This design comes from an exercise in tuning for small area on the open sky130 flow, not from production work.
Only simulation tests tie the RTL to the original design; equivalence was not proved.
Power figures rest on the tool's default switching activity, not on a simulated workload. The clock port is modelled as an ideal driver; clocking choices that lean on that would not hold on a real chip.

==> build 9 <==
==> flow/design.v <==
module rf_next (
    input  logic ld,
    input  logic d,
    input  logic hold,
    input  logic q,
    output logic y
);
    assign y = (ld & d) | (hold & q);
endmodule
module rf_aoi3 (
    input  logic [2:0] s,
    input  logic [2:0] d,
    output logic       y_n
);
    assign y_n = ~((s[0] & d[0]) | (s[1] & d[1]) | (s[2] & d[2]));
endmodule
module rf_rbit (
    input  logic [31:1] s,
    input  logic [31:1] d,
    output logic        y
);
    logic [10:0] w_n;
    for (genvar g = 0; g < 10; g++) begin : g_aoi
        rf_aoi3 u_aoi (.s(s[3*g+3:3*g+1]), .d(d[3*g+3:3*g+1]), .y_n(w_n[g]));
    end
    assign w_n[10] = ~(s[31] & d[31]);
    assign y = ~&w_n;
endmodule
module rf_nand2 (
    input  logic a,
    input  logic b,
    output logic y_n
);
    assign y_n = ~(a & b);
endmodule
module rf_or_nand (
    input  logic a,
    input  logic b,
    input  logic c,
    output logic y_n
);
    assign y_n = ~((a | b) & c);
endmodule
module rf_inv (
    input  logic a_n,
    output logic y
);
    assign y = ~a_n;
endmodule
module rf_rdec (
    input  logic [4:0]  a,
    output logic [31:1] sel
);
    logic [3:0] w_lo;
    logic [7:0] w_hi;
    always_comb begin
        for (int k = 0; k < 4; k++) w_lo[k] = (a[1:0] == k);
        for (int j = 0; j < 8; j++) w_hi[j] = (a[4:2] == j);
    end
    for (genvar i = 1; i < 32; i++) begin : g_sel
        logic w_sel_n;
        rf_nand2 u_nand (.a(w_lo[i % 4]), .b(w_hi[i / 4]), .y_n(w_sel_n));
        rf_inv   u_inv  (.a_n(w_sel_n), .y(sel[i]));
    end
endmodule
module reg_file #(
    parameter int DATA_WIDTH = 32,
    parameter int ADDR_WIDTH = 5
) (
    input  logic                  clk,
    input  logic                  rst,
    input  logic                  we,
    input  logic [ADDR_WIDTH-1:0] readA1,
    input  logic [ADDR_WIDTH-1:0] readA2,
    input  logic [ADDR_WIDTH-1:0] writeA3,
    input  logic [DATA_WIDTH-1:0] data,
    output logic [DATA_WIDTH-1:0] RD1,
    output logic [DATA_WIDTH-1:0] RD2
);
    localparam int DEPTH = 2 ** ADDR_WIDTH;
    logic [DATA_WIDTH-1:0] r_regs [1:DEPTH-1];
    logic [DATA_WIDTH-1:0] w_next [1:DEPTH-1];
    logic [DEPTH-1:1] w_ld;     
    logic [DEPTH-1:1] w_hold;   
    logic [DEPTH-1:1] w_sel1;   
    logic [DEPTH-1:1] w_sel2;   
    logic [3:0] w_wlo, w_nlo;
    logic [7:0] w_whi, w_nhi;
    logic       w_nrst;
    always_comb begin
        w_nrst = !rst;
        for (int k = 0; k < 4; k++) begin
            w_wlo[k] = we && !rst && (writeA3[1:0] == k);
            w_nlo[k] = !(we && (writeA3[1:0] == k));
        end
        for (int j = 0; j < 8; j++) begin
            w_whi[j] = (writeA3[4:2] == j);
            w_nhi[j] = !(writeA3[4:2] == j);
        end
    end
    for (genvar i = 1; i < DEPTH; i++) begin : g_wdec
        logic w_ld_n, w_hold_n;
        rf_nand2   u_ld_n   (.a(w_wlo[i % 4]), .b(w_whi[i / 4]), .y_n(w_ld_n));
        rf_inv     u_ld     (.a_n(w_ld_n), .y(w_ld[i]));
        rf_or_nand u_hold_n (.a(w_nlo[i % 4]), .b(w_nhi[i / 4]), .c(w_nrst), .y_n(w_hold_n));
        rf_inv     u_hold   (.a_n(w_hold_n), .y(w_hold[i]));
    end
    rf_rdec u_rdec1 (.a(readA1), .sel(w_sel1));
    rf_rdec u_rdec2 (.a(readA2), .sel(w_sel2));
    for (genvar i = 1; i < DEPTH; i++) begin : g_entry
        for (genvar b = 0; b < DATA_WIDTH; b++) begin : g_bit
            rf_next u_next (
                .ld(w_ld[i]), .d(data[b]), .hold(w_hold[i]), .q(r_regs[i][b]),
                .y(w_next[i][b])
            );
        end
    end
    always_ff @(posedge clk) begin
        for (int i = 1; i < DEPTH; i++) begin
            r_regs[i] <= w_next[i];
        end
    end
    for (genvar b = 0; b < DATA_WIDTH; b++) begin : g_read
        logic [DEPTH-1:1] w_col;
        for (genvar i = 1; i < DEPTH; i++) begin : g_col
            assign w_col[i] = r_regs[i][b];
        end
        rf_rbit u_rd1 (.s(w_sel1), .d(w_col), .y(RD1[b]));
        rf_rbit u_rd2 (.s(w_sel2), .d(w_col), .y(RD2[b]));
    end
endmodule
==> flow/flow/run.sh <==
#!/bin/bash
# The standard ORFS layout (standard.sh), with these changes to how the
# layout is made:
#   - before global placement (flow/pre_gpl.tcl): the inverters that drive
#     the per-entry strobes are sized to inv_2 (same area as inv_1), and
#     every port is buffered with buf_1 (buf_2 for the write-data inputs,
#     which fan out to 31 entries); ORFS's own port buffering is off;
#   - placement is not timing driven (GPL_TIMING_DRIVEN 0 in config.mk);
#   - the clock tree clusters up to 30 sinks per clkbuf_16 and adds no
#     dummy loads.
# ORFS writes each step's full log under orfs/logs/; standard.sh's own output
# goes to standard_flow.log.
set -euo pipefail
export PRE_GLOBAL_PLACE_TCL="$PWD/flow/pre_gpl.tcl"
export DONT_BUFFER_PORTS=1
export CTS_ARGS="-sink_clustering_enable -repair_clock_nets -dont_use_dummy_load -sink_clustering_size 30 -sink_clustering_max_diameter 120 -buf_list sky130_fd_sc_hd__clkbuf_16"
bash standard.sh > standard_flow.log 2>&1
==> flow/flow/pre_gpl.tcl <==
# Size up the inverters that drive the per-entry strobes (fanout 32) to the
# same-area inv_2, so placement-time repair does not buffer those nets.
set n 0
foreach inst [get_cells -quiet -filter "ref_name == sky130_fd_sc_hd__inv_1"] {
  set op [get_pins -of_objects $inst -filter "direction == output"]
  set fo [llength [get_pins -quiet -of_objects [get_nets -of_objects $op] -filter "direction == input"]]
  if {$fo >= 12} {
    replace_cell $inst sky130_fd_sc_hd__inv_2
    incr n
  }
}
puts "pre_gpl: resized $n strobe inverters to inv_2"
# Buffer every port with buf_1; a port buffer that drives a large fanout
# (the write data bits) becomes buf_2.
buffer_ports -inputs -buffer_cell sky130_fd_sc_hd__buf_1
buffer_ports -outputs -buffer_cell sky130_fd_sc_hd__buf_1
set n 0
foreach inst [get_cells -quiet -filter "ref_name == sky130_fd_sc_hd__buf_1"] {
  set op [get_pins -of_objects $inst -filter "direction == output"]
  set fo [llength [get_pins -quiet -of_objects [get_nets -of_objects $op] -filter "direction == input"]]
  if {$fo >= 12} {
    replace_cell $inst sky130_fd_sc_hd__buf_2
    incr n
  }
}
puts "pre_gpl: resized $n port buffers to buf_2"
==> flow/standard.sh <==
#!/bin/bash
# synth_recipe.tcl (not shown) runs the flow's synth.tcl, then flattens the netlist and writes it again
# the make line also repeats each setting of config.mk as NAME=value (left out here)
make -C /OpenROAD-flow-scripts/flow DESIGN_CONFIG=/design/flow/config.mk WORK_HOME=/design/flow/orfs CLKGATE_MAP_FILE= SYNTH_SCRIPT=/design/flow/synth_recipe.tcl "${@:-finish}"
==> flow/config.mk <==
export PLATFORM = sky130hd
export DESIGN_NAME = reg_file
export DESIGN_NICKNAME = reg_file
export VERILOG_FILES = /design/flow/design.v
export SDC_FILE = /design/flow/constraint.sdc
export NUM_CORES = 4
export LEC_CHECK = 0
export CAP_MARGIN = 10
export CORE_MARGIN = 2
export CORE_UTILIZATION = 60
export GPL_TIMING_DRIVEN = 0
export PLACE_DENSITY = 0.72
export SLEW_MARGIN = 10
export SYNTH_HIERARCHICAL = 1
==> flow/constraint.sdc <==
create_clock -name core_clock -period 8.0 [get_ports {clk}]
set_input_delay 1.6000 -clock core_clock [delete_from_list [all_inputs] [get_ports {clk}]]
set_output_delay 1.6000 -clock core_clock [all_outputs]
set_load 0.01 [all_outputs]
==> trial 18 (differences from build 9) <==
==> flow/design.v, changed modules only <==
module rf_nand4 (
    input  logic [3:0] a,
    output logic       y
);
    assign y = ~&a;
endmodule
module rf_nand3 (
    input  logic [2:0] a,
    output logic       y
);
    assign y = ~&a;
endmodule
module rf_aoi211 (
    input  logic a,
    input  logic b,
    input  logic c,
    input  logic d,
    output logic y
);
    assign y = ~((a & b) | c | d);
endmodule
module rf_rbit (
    input  logic [31:1] s,
    input  logic [31:1] d,
    output logic        y
);
    logic [9:0] w_n;
    logic [1:0] w_or;
    logic       w_rest_n;
    for (genvar g = 0; g < 10; g++) begin : g_aoi
        rf_aoi3 u_aoi (.s(s[3*g+3:3*g+1]), .d(d[3*g+3:3*g+1]), .y_n(w_n[g]));
    end
    rf_nand4  u_or0  (.a(w_n[3:0]), .y(w_or[0]));
    rf_nand4  u_or1  (.a(w_n[7:4]), .y(w_or[1]));
    rf_aoi211 u_rest (.a(s[31]), .b(d[31]), .c(w_or[0]), .d(w_or[1]), .y(w_rest_n));
    rf_nand3  u_out  (.a({w_rest_n, w_n[9:8]}), .y(y));
endmodule
module rf_inv (
    input  logic a,
    output logic y
);
    assign y = ~a;
endmodule
module rf_nand2 (
    input  logic a,
    input  logic b,
    output logic y
);
    assign y = ~(a & b);
endmodule
module rf_nor2 (
    input  logic a,
    input  logic b,
    output logic y
);
    assign y = ~(a | b);
endmodule
module rf_nor3 (
    input  logic a,
    input  logic b,
    input  logic c,
    output logic y
);
    assign y = ~(a | b | c);
endmodule
module rf_wpredec (
    input  logic [4:0] a,
    input  logic       en_n,
    output logic [3:0] lo,
    output logic [7:0] hi
);
    logic [4:0] w_an;
    for (genvar b = 0; b < 5; b++) begin : g_an
        rf_inv u_inv (.a(a[b]), .y(w_an[b]));
    end
    for (genvar k = 0; k < 4; k++) begin : g_lo
        rf_nor3 u_nor (
            .a(en_n),
            .b(k[0] ? w_an[0] : a[0]),
            .c(k[1] ? w_an[1] : a[1]),
            .y(lo[k])
        );
    end
    for (genvar j = 0; j < 8; j++) begin : g_hi
        rf_nor3 u_nor (
            .a(j[0] ? w_an[2] : a[2]),
            .b(j[1] ? w_an[3] : a[3]),
            .c(j[2] ? w_an[4] : a[4]),
            .y(hi[j])
        );
    end
endmodule
module rf_rpredec (
    input  logic [4:0] a,
    output logic [3:0] lo,
    output logic [7:0] hi
);
    logic [4:0] w_an;
    for (genvar b = 0; b < 5; b++) begin : g_an
        rf_inv u_inv (.a(a[b]), .y(w_an[b]));
    end
    for (genvar k = 0; k < 4; k++) begin : g_lo
        rf_nor2 u_nor (
            .a(k[0] ? w_an[0] : a[0]),
            .b(k[1] ? w_an[1] : a[1]),
            .y(lo[k])
        );
    end
    for (genvar j = 0; j < 8; j++) begin : g_hi
        rf_nor3 u_nor (
            .a(j[0] ? w_an[2] : a[2]),
            .b(j[1] ? w_an[3] : a[3]),
            .c(j[2] ? w_an[4] : a[4]),
            .y(hi[j])
        );
    end
endmodule
module rf_rdec (
    input  logic [4:0]  a,
    output logic [31:1] sel
);
    logic [3:0] w_lo;
    logic [7:0] w_hi;
    rf_rpredec u_pre (.a(a), .lo(w_lo), .hi(w_hi));
    for (genvar i = 1; i < 32; i++) begin : g_sel
        logic w_sel_n;
        rf_nand2 u_nand (.a(w_lo[i % 4]), .b(w_hi[i / 4]), .y(w_sel_n));
        rf_inv   u_inv  (.a(w_sel_n), .y(sel[i]));
    end
endmodule
module reg_file #(
    parameter int DATA_WIDTH = 32,
    parameter int ADDR_WIDTH = 5
) (
    input  logic                  clk,
    input  logic                  rst,
    input  logic                  we,
    input  logic [ADDR_WIDTH-1:0] readA1,
    input  logic [ADDR_WIDTH-1:0] readA2,
    input  logic [ADDR_WIDTH-1:0] writeA3,
    input  logic [DATA_WIDTH-1:0] data,
    output logic [DATA_WIDTH-1:0] RD1,
    output logic [DATA_WIDTH-1:0] RD2
);
    localparam int DEPTH = 2 ** ADDR_WIDTH;
    logic [DATA_WIDTH-1:0] r_regs [1:DEPTH-1];
    logic [DATA_WIDTH-1:0] w_next [1:DEPTH-1];
    logic [DEPTH-1:1] w_ld;     
    logic [DEPTH-1:1] w_hold;   
    logic [DEPTH-1:1] w_sel1;   
    logic [DEPTH-1:1] w_sel2;   
    logic       w_nrst, w_wen_n;
    logic [3:0] w_wlo;
    logic [7:0] w_whi;
    rf_inv   u_nrst  (.a(rst), .y(w_nrst));
    rf_nand2 u_wen_n (.a(we), .b(w_nrst), .y(w_wen_n));
    rf_wpredec u_wpre (.a(writeA3), .en_n(w_wen_n), .lo(w_wlo), .hi(w_whi));
    for (genvar i = 1; i < DEPTH; i++) begin : g_wdec
        logic w_ld_n, w_hold_n;
        rf_nand2 u_ld_n   (.a(w_wlo[i % 4]), .b(w_whi[i / 4]), .y(w_ld_n));
        rf_inv   u_ld     (.a(w_ld_n), .y(w_ld[i]));
        rf_nand2 u_hold_n (.a(w_nrst), .b(w_ld_n), .y(w_hold_n));
        rf_inv   u_hold   (.a(w_hold_n), .y(w_hold[i]));
    end
    rf_rdec u_rdec1 (.a(readA1), .sel(w_sel1));
    rf_rdec u_rdec2 (.a(readA2), .sel(w_sel2));
    for (genvar i = 1; i < DEPTH; i++) begin : g_entry
        for (genvar b = 0; b < DATA_WIDTH; b++) begin : g_bit
            rf_next u_next (
                .ld(w_ld[i]), .d(data[b]), .hold(w_hold[i]), .q(r_regs[i][b]),
                .y(w_next[i][b])
            );
        end
    end
    always_ff @(posedge clk) begin
        for (int i = 1; i < DEPTH; i++) begin
            r_regs[i] <= w_next[i];
        end
    end
    for (genvar b = 0; b < DATA_WIDTH; b++) begin : g_read
        logic [DEPTH-1:1] w_col;
        for (genvar i = 1; i < DEPTH; i++) begin : g_col
            assign w_col[i] = r_regs[i][b];
        end
        rf_rbit u_rd1 (.s(w_sel1), .d(w_col), .y(RD1[b]));
        rf_rbit u_rd2 (.s(w_sel2), .d(w_col), .y(RD2[b]));
    end
endmodule
// module rf_or_nand removed
==> flow/flow/run.sh (replaced) <==
#!/bin/bash
# The standard ORFS layout (standard.sh), with these changes to how the
# layout is made:
#   - before global placement (flow/pre_gpl.tcl): the inverters that drive
#     the per-entry strobes are sized to inv_2 (same area as inv_1), and
#     every port is buffered with buf_1 (buf_2 for the write-data inputs,
#     which fan out to 31 entries), and the nor3_2 and a211oi_2 cells
#     that synthesis sized up become _1; ORFS's own port buffering is off;
#   - placement is not timing driven (GPL_TIMING_DRIVEN 0 in config.mk);
#   - the clock tree clusters up to 16 sinks per clkbuf_8 and adds no
#     dummy loads.
# ORFS writes each step's full log under orfs/logs/; standard.sh's own output
# goes to standard_flow.log.
set -euo pipefail
export PRE_GLOBAL_PLACE_TCL="$PWD/flow/pre_gpl.tcl"
export DONT_BUFFER_PORTS=1
export CTS_ARGS="-sink_clustering_enable -repair_clock_nets -dont_use_dummy_load -sink_clustering_size 16 -sink_clustering_max_diameter 80 -buf_list sky130_fd_sc_hd__clkbuf_8"
bash standard.sh > standard_flow.log 2>&1
--- a/flow/flow/pre_gpl.tcl
+++ b/flow/flow/pre_gpl.tcl
@@ -25,2 +25,13 @@
 }
 puts "pre_gpl: resized $n port buffers to buf_2"
+# Synthesis sizes the single-gate decoder and OR-tree modules up to _2
+# (nor3_2, a211oi_2); each drives a few gate inputs nearby, so use the _1
+# cells. Later repair sizes up any that then violate a limit.
+set n 0
+foreach {from to} {sky130_fd_sc_hd__nor3_2 sky130_fd_sc_hd__nor3_1 sky130_fd_sc_hd__a211oi_2 sky130_fd_sc_hd__a211oi_1} {
+  foreach inst [get_cells -quiet -filter "ref_name == $from"] {
+    replace_cell $inst $to
+    incr n
+  }
+}
+puts "pre_gpl: resized $n nor3_2/a211oi_2 cells to _1"
==> build 87 (differences from build 9) <==
==> flow/design.v, changed modules only <==
module rf_nand4 (
    input  logic [3:0] a,
    output logic       y
);
    assign y = ~&a;
endmodule
module rf_nand3 (
    input  logic [2:0] a,
    output logic       y
);
    assign y = ~&a;
endmodule
module rf_aoi211 (
    input  logic a,
    input  logic b,
    input  logic c,
    input  logic d,
    output logic y
);
    assign y = ~((a & b) | c | d);
endmodule
module rf_rbit (
    input  logic [31:1] s,
    input  logic [31:1] d,
    output logic        y
);
    logic [9:0] w_n;
    logic [1:0] w_or;
    logic       w_rest_n;
    for (genvar g = 0; g < 10; g++) begin : g_aoi
        rf_aoi3 u_aoi (.s(s[3*g+3:3*g+1]), .d(d[3*g+3:3*g+1]), .y_n(w_n[g]));
    end
    rf_nand4  u_or0  (.a(w_n[3:0]), .y(w_or[0]));
    rf_nand4  u_or1  (.a(w_n[7:4]), .y(w_or[1]));
    rf_aoi211 u_rest (.a(s[31]), .b(d[31]), .c(w_or[0]), .d(w_or[1]), .y(w_rest_n));
    rf_nand3  u_out  (.a({w_rest_n, w_n[9:8]}), .y(y));
endmodule
module rf_inv (
    input  logic a,
    output logic y
);
    assign y = ~a;
endmodule
module rf_nand2 (
    input  logic a,
    input  logic b,
    output logic y
);
    assign y = ~(a & b);
endmodule
module rf_nor2 (
    input  logic a,
    input  logic b,
    output logic y
);
    assign y = ~(a | b);
endmodule
module rf_nor3 (
    input  logic a,
    input  logic b,
    input  logic c,
    output logic y
);
    assign y = ~(a | b | c);
endmodule
module rf_wpredec (
    input  logic [4:0] a,
    input  logic       en_n,
    output logic [3:0] lo,
    output logic [7:0] hi
);
    logic [4:0] w_an;
    for (genvar b = 0; b < 5; b++) begin : g_an
        rf_inv u_inv (.a(a[b]), .y(w_an[b]));
    end
    for (genvar k = 0; k < 4; k++) begin : g_lo
        rf_nor3 u_nor (
            .a(en_n),
            .b(k[0] ? w_an[0] : a[0]),
            .c(k[1] ? w_an[1] : a[1]),
            .y(lo[k])
        );
    end
    for (genvar j = 0; j < 8; j++) begin : g_hi
        rf_nor3 u_nor (
            .a(j[0] ? w_an[2] : a[2]),
            .b(j[1] ? w_an[3] : a[3]),
            .c(j[2] ? w_an[4] : a[4]),
            .y(hi[j])
        );
    end
endmodule
module rf_rpredec (
    input  logic [4:0] a,
    output logic [3:0] lo,
    output logic [7:0] hi
);
    logic [4:0] w_an;
    for (genvar b = 0; b < 5; b++) begin : g_an
        rf_inv u_inv (.a(a[b]), .y(w_an[b]));
    end
    for (genvar k = 0; k < 4; k++) begin : g_lo
        rf_nor2 u_nor (
            .a(k[0] ? w_an[0] : a[0]),
            .b(k[1] ? w_an[1] : a[1]),
            .y(lo[k])
        );
    end
    for (genvar j = 0; j < 8; j++) begin : g_hi
        rf_nor3 u_nor (
            .a(j[0] ? w_an[2] : a[2]),
            .b(j[1] ? w_an[3] : a[3]),
            .c(j[2] ? w_an[4] : a[4]),
            .y(hi[j])
        );
    end
endmodule
module rf_rdec (
    input  logic [4:0]  a,
    output logic [31:1] sel
);
    logic [3:0] w_lo;
    logic [7:0] w_hi;
    rf_rpredec u_pre (.a(a), .lo(w_lo), .hi(w_hi));
    for (genvar i = 1; i < 32; i++) begin : g_sel
        logic w_sel_n;
        rf_nand2 u_nand (.a(w_lo[i % 4]), .b(w_hi[i / 4]), .y(w_sel_n));
        rf_inv   u_inv  (.a(w_sel_n), .y(sel[i]));
    end
endmodule
module reg_file #(
    parameter int DATA_WIDTH = 32,
    parameter int ADDR_WIDTH = 5
) (
    input  logic                  clk,
    input  logic                  rst,
    input  logic                  we,
    input  logic [ADDR_WIDTH-1:0] readA1,
    input  logic [ADDR_WIDTH-1:0] readA2,
    input  logic [ADDR_WIDTH-1:0] writeA3,
    input  logic [DATA_WIDTH-1:0] data,
    output logic [DATA_WIDTH-1:0] RD1,
    output logic [DATA_WIDTH-1:0] RD2
);
    localparam int DEPTH = 2 ** ADDR_WIDTH;
    logic [DATA_WIDTH-1:0] r_regs [1:DEPTH-1];
    logic [DATA_WIDTH-1:0] w_next [1:DEPTH-1];
    logic [DEPTH-1:1] w_ld;     
    logic [DEPTH-1:1] w_hold;   
    logic [DEPTH-1:1] w_sel1;   
    logic [DEPTH-1:1] w_sel2;   
    logic       w_nrst, w_wen_n;
    logic [3:0] w_wlo;
    logic [7:0] w_whi;
    rf_inv   u_nrst  (.a(rst), .y(w_nrst));
    rf_nand2 u_wen_n (.a(we), .b(w_nrst), .y(w_wen_n));
    rf_wpredec u_wpre (.a(writeA3), .en_n(w_wen_n), .lo(w_wlo), .hi(w_whi));
    for (genvar i = 1; i < DEPTH; i++) begin : g_wdec
        logic w_ld_n, w_hold_n;
        rf_nand2 u_ld_n   (.a(w_wlo[i % 4]), .b(w_whi[i / 4]), .y(w_ld_n));
        rf_inv   u_ld     (.a(w_ld_n), .y(w_ld[i]));
        rf_nand2 u_hold_n (.a(w_nrst), .b(w_ld_n), .y(w_hold_n));
        rf_inv   u_hold   (.a(w_hold_n), .y(w_hold[i]));
    end
    rf_rdec u_rdec1 (.a(readA1), .sel(w_sel1));
    rf_rdec u_rdec2 (.a(readA2), .sel(w_sel2));
    for (genvar i = 1; i < DEPTH; i++) begin : g_entry
        for (genvar b = 0; b < DATA_WIDTH; b++) begin : g_bit
            rf_next u_next (
                .ld(w_ld[i]), .d(data[b]), .hold(w_hold[i]), .q(r_regs[i][b]),
                .y(w_next[i][b])
            );
        end
    end
    always_ff @(posedge clk) begin
        for (int i = 1; i < DEPTH; i++) begin
            r_regs[i] <= w_next[i];
        end
    end
    for (genvar b = 0; b < DATA_WIDTH; b++) begin : g_read
        logic [DEPTH-1:1] w_col;
        for (genvar i = 1; i < DEPTH; i++) begin : g_col
            assign w_col[i] = r_regs[i][b];
        end
        rf_rbit u_rd1 (.s(w_sel1), .d(w_col), .y(RD1[b]));
        rf_rbit u_rd2 (.s(w_sel2), .d(w_col), .y(RD2[b]));
    end
endmodule
// module rf_or_nand removed
==> flow/flow/run.sh (replaced) <==
#!/bin/bash
# The standard ORFS layout (standard.sh), with these changes to how the
# layout is made:
#   - before global placement (flow/pre_gpl.tcl): the inverters that drive
#     the per-entry strobes are sized to inv_2 (same area as inv_1), and
#     every port is buffered with buf_1 (buf_2 for the write-data inputs,
#     which fan out to 31 entries), and the nor3_2 and a211oi_2 cells
#     that synthesis sized up become _1; ORFS's own port buffering is off;
#   - placement is not timing driven (GPL_TIMING_DRIVEN 0 in config.mk);
#   - the clock tree clusters up to 28 sinks per clkbuf_16 and adds no
#     dummy loads.
# ORFS writes each step's full log under orfs/logs/; standard.sh's own output
# goes to standard_flow.log.
set -euo pipefail
export PRE_GLOBAL_PLACE_TCL="$PWD/flow/pre_gpl.tcl"
export DONT_BUFFER_PORTS=1
export CTS_ARGS="-sink_clustering_enable -repair_clock_nets -dont_use_dummy_load -sink_clustering_size 28 -sink_clustering_max_diameter 100 -buf_list sky130_fd_sc_hd__clkbuf_16"
bash standard.sh > standard_flow.log 2>&1
--- a/flow/flow/pre_gpl.tcl
+++ b/flow/flow/pre_gpl.tcl
@@ -25,2 +25,13 @@
 }
 puts "pre_gpl: resized $n port buffers to buf_2"
+# Synthesis sizes the single-gate decoder and OR-tree modules up to _2
+# (nor3_2, a211oi_2); each drives a few gate inputs nearby, so use the _1
+# cells. Later repair sizes up any that then violate a limit.
+set n 0
+foreach {from to} {sky130_fd_sc_hd__nor3_2 sky130_fd_sc_hd__nor3_1 sky130_fd_sc_hd__a211oi_2 sky130_fd_sc_hd__a211oi_1} {
+  foreach inst [get_cells -quiet -filter "ref_name == $from"] {
+    replace_cell $inst $to
+    incr n
+  }
+}
+puts "pre_gpl: resized $n nor3_2/a211oi_2 cells to _1"
==> qor summary <==
Rel. slew slack: trial 18 8.360%; build 87 8.800%; build 9 17.01%
Power dissipated in combinational cells: trial 18 0.000456 W; build 87 0.000456 W; build 9 0.000479 W
Cell area after layout: trial 18 0.04026 mm2; build 87 0.04029 mm2; build 9 0.04061 mm2
Via count of the first global-routing pass: trial 18 36,620; build 87 36,160; build 9 37,290
Clock transition time at the flip-flop clock pins of the worst setup and hold paths: trial 18 60 ps; build 87 80 ps; build 9 110 ps
Root buffer cell: trial 18 sky130_fd_sc_hd__clkbuf_8; build 87 sky130_fd_sc_hd__clkbuf_16; build 9 sky130_fd_sc_hd__clkbuf_16
Met3 wire length: trial 18 31.40 mm; build 87 31.08 mm; build 9 35.97 mm
Vias/cell: trial 18 8.995; build 87 9.041; build 9 9.372
Internal reg-to-reg setup slack: trial 18 7340 ps; build 87 7340 ps; build 9 7350 ps
Combined global-route utilization of all metal layers: trial 18 49.81%; build 87 49.36%; build 9 50.45%
Worst voltage drop across the vdd grid: trial 18 0.0001537 V; build 87 0.0001914 V; build 9 0.0002059 V
Sequential cell fraction of total power: trial 18 63.5%; build 87 63.0%; build 9 63.2%
Area of the mapped netlist: trial 18 0.03818 mm2; build 87 0.03818 mm2; build 9 0.03808 mm2
Area used by multi-input combinational logic: trial 18 0.01735 mm2; build 87 0.01735 mm2; build 9 0.01774 mm2
Highest-delay cell along the critical path: trial 18 sky130_fd_sc_hd__a211oi_1; build 87 sky130_fd_sc_hd__a211oi_1; build 9 sky130_fd_sc_hd__a222oi_1
Post-route non-filler standard cell count: trial 18 4,219; build 87 4,185; build 9 4,187
Maximum single-stage delay on the critical path: trial 18 1090 ps; build 87 1160 ps; build 9 640 ps
Launch instance of the worst register-to-register path: trial 18 r_regs[30][3]; build 87 r_regs[31][7]; build 9 r_regs[7][29]
Global-route wire length before repair: trial 18 244.4 mm; build 87 242.5 mm; build 9 247.8 mm
Post-synthesis instance total: trial 18 3,181; build 87 3,181; build 9 3,180
Post-synthesis sequential area ratio: trial 18 52.01%; build 87 52.01%; build 9 52.15%
Result of the run: trial 18 complete, no violations; build 87 complete, no violations; build 9 complete, no violations
Synthesis-to-layout area growth: trial 18 5.450%; build 87 5.522%; build 9 6.637%
Initial DRC count: trial 18 10,040; build 87 9,725; build 9 11,380
Pint: trial 18 0.005839 W; build 87 0.005958 W; build 9 0.005921 W
Total number of nets in the final design: trial 18 3,418; build 87 3,387; build 9 3,384
Vertical extent of the die: trial 18 256.3 um; build 87 256.3 um; build 9 255.9 um

==> re-timing with driven ports <==
No port has a modelled driver above. Below, the same layouts with a new extraction and two added sets of constraints.
Step 1 (the two cells are an assumption about what drives the block):
set clk [get_ports {clk}]
set_driving_cell -lib_cell sky130_fd_sc_hd__clkbuf_16 $clk
set_driving_cell -lib_cell sky130_fd_sc_hd__buf_2 [delete_from_list [all_inputs] $clk]
Step 2, shift: input delay + t, output delay - t, t = (earliest + latest rising clock arrival at the registers) / 2. This alone moves slack from input paths to output paths.
Three values: no drivers, after step 1, after step 2; two values: the first two.
run	t (ns)	slack for setup (ns)	worst setup path after step 2	worst register clock-pin slew, ns
build 9	0.688	1.882 / 1.772 / 1.772	input to output	0.12 / 0.12
trial 18	0.795	0.946 / 0.920 / 0.920	input to output	0.11 / 0.11
build 87	0.697	0.865 / 0.835 / 0.835	input to output	0.11 / 0.11
After both steps every run listed still meets setup and hold. The setup slack of build 9, which loses most, moves by -0.110 ns with the drivers and by -0.110 ns with both steps.
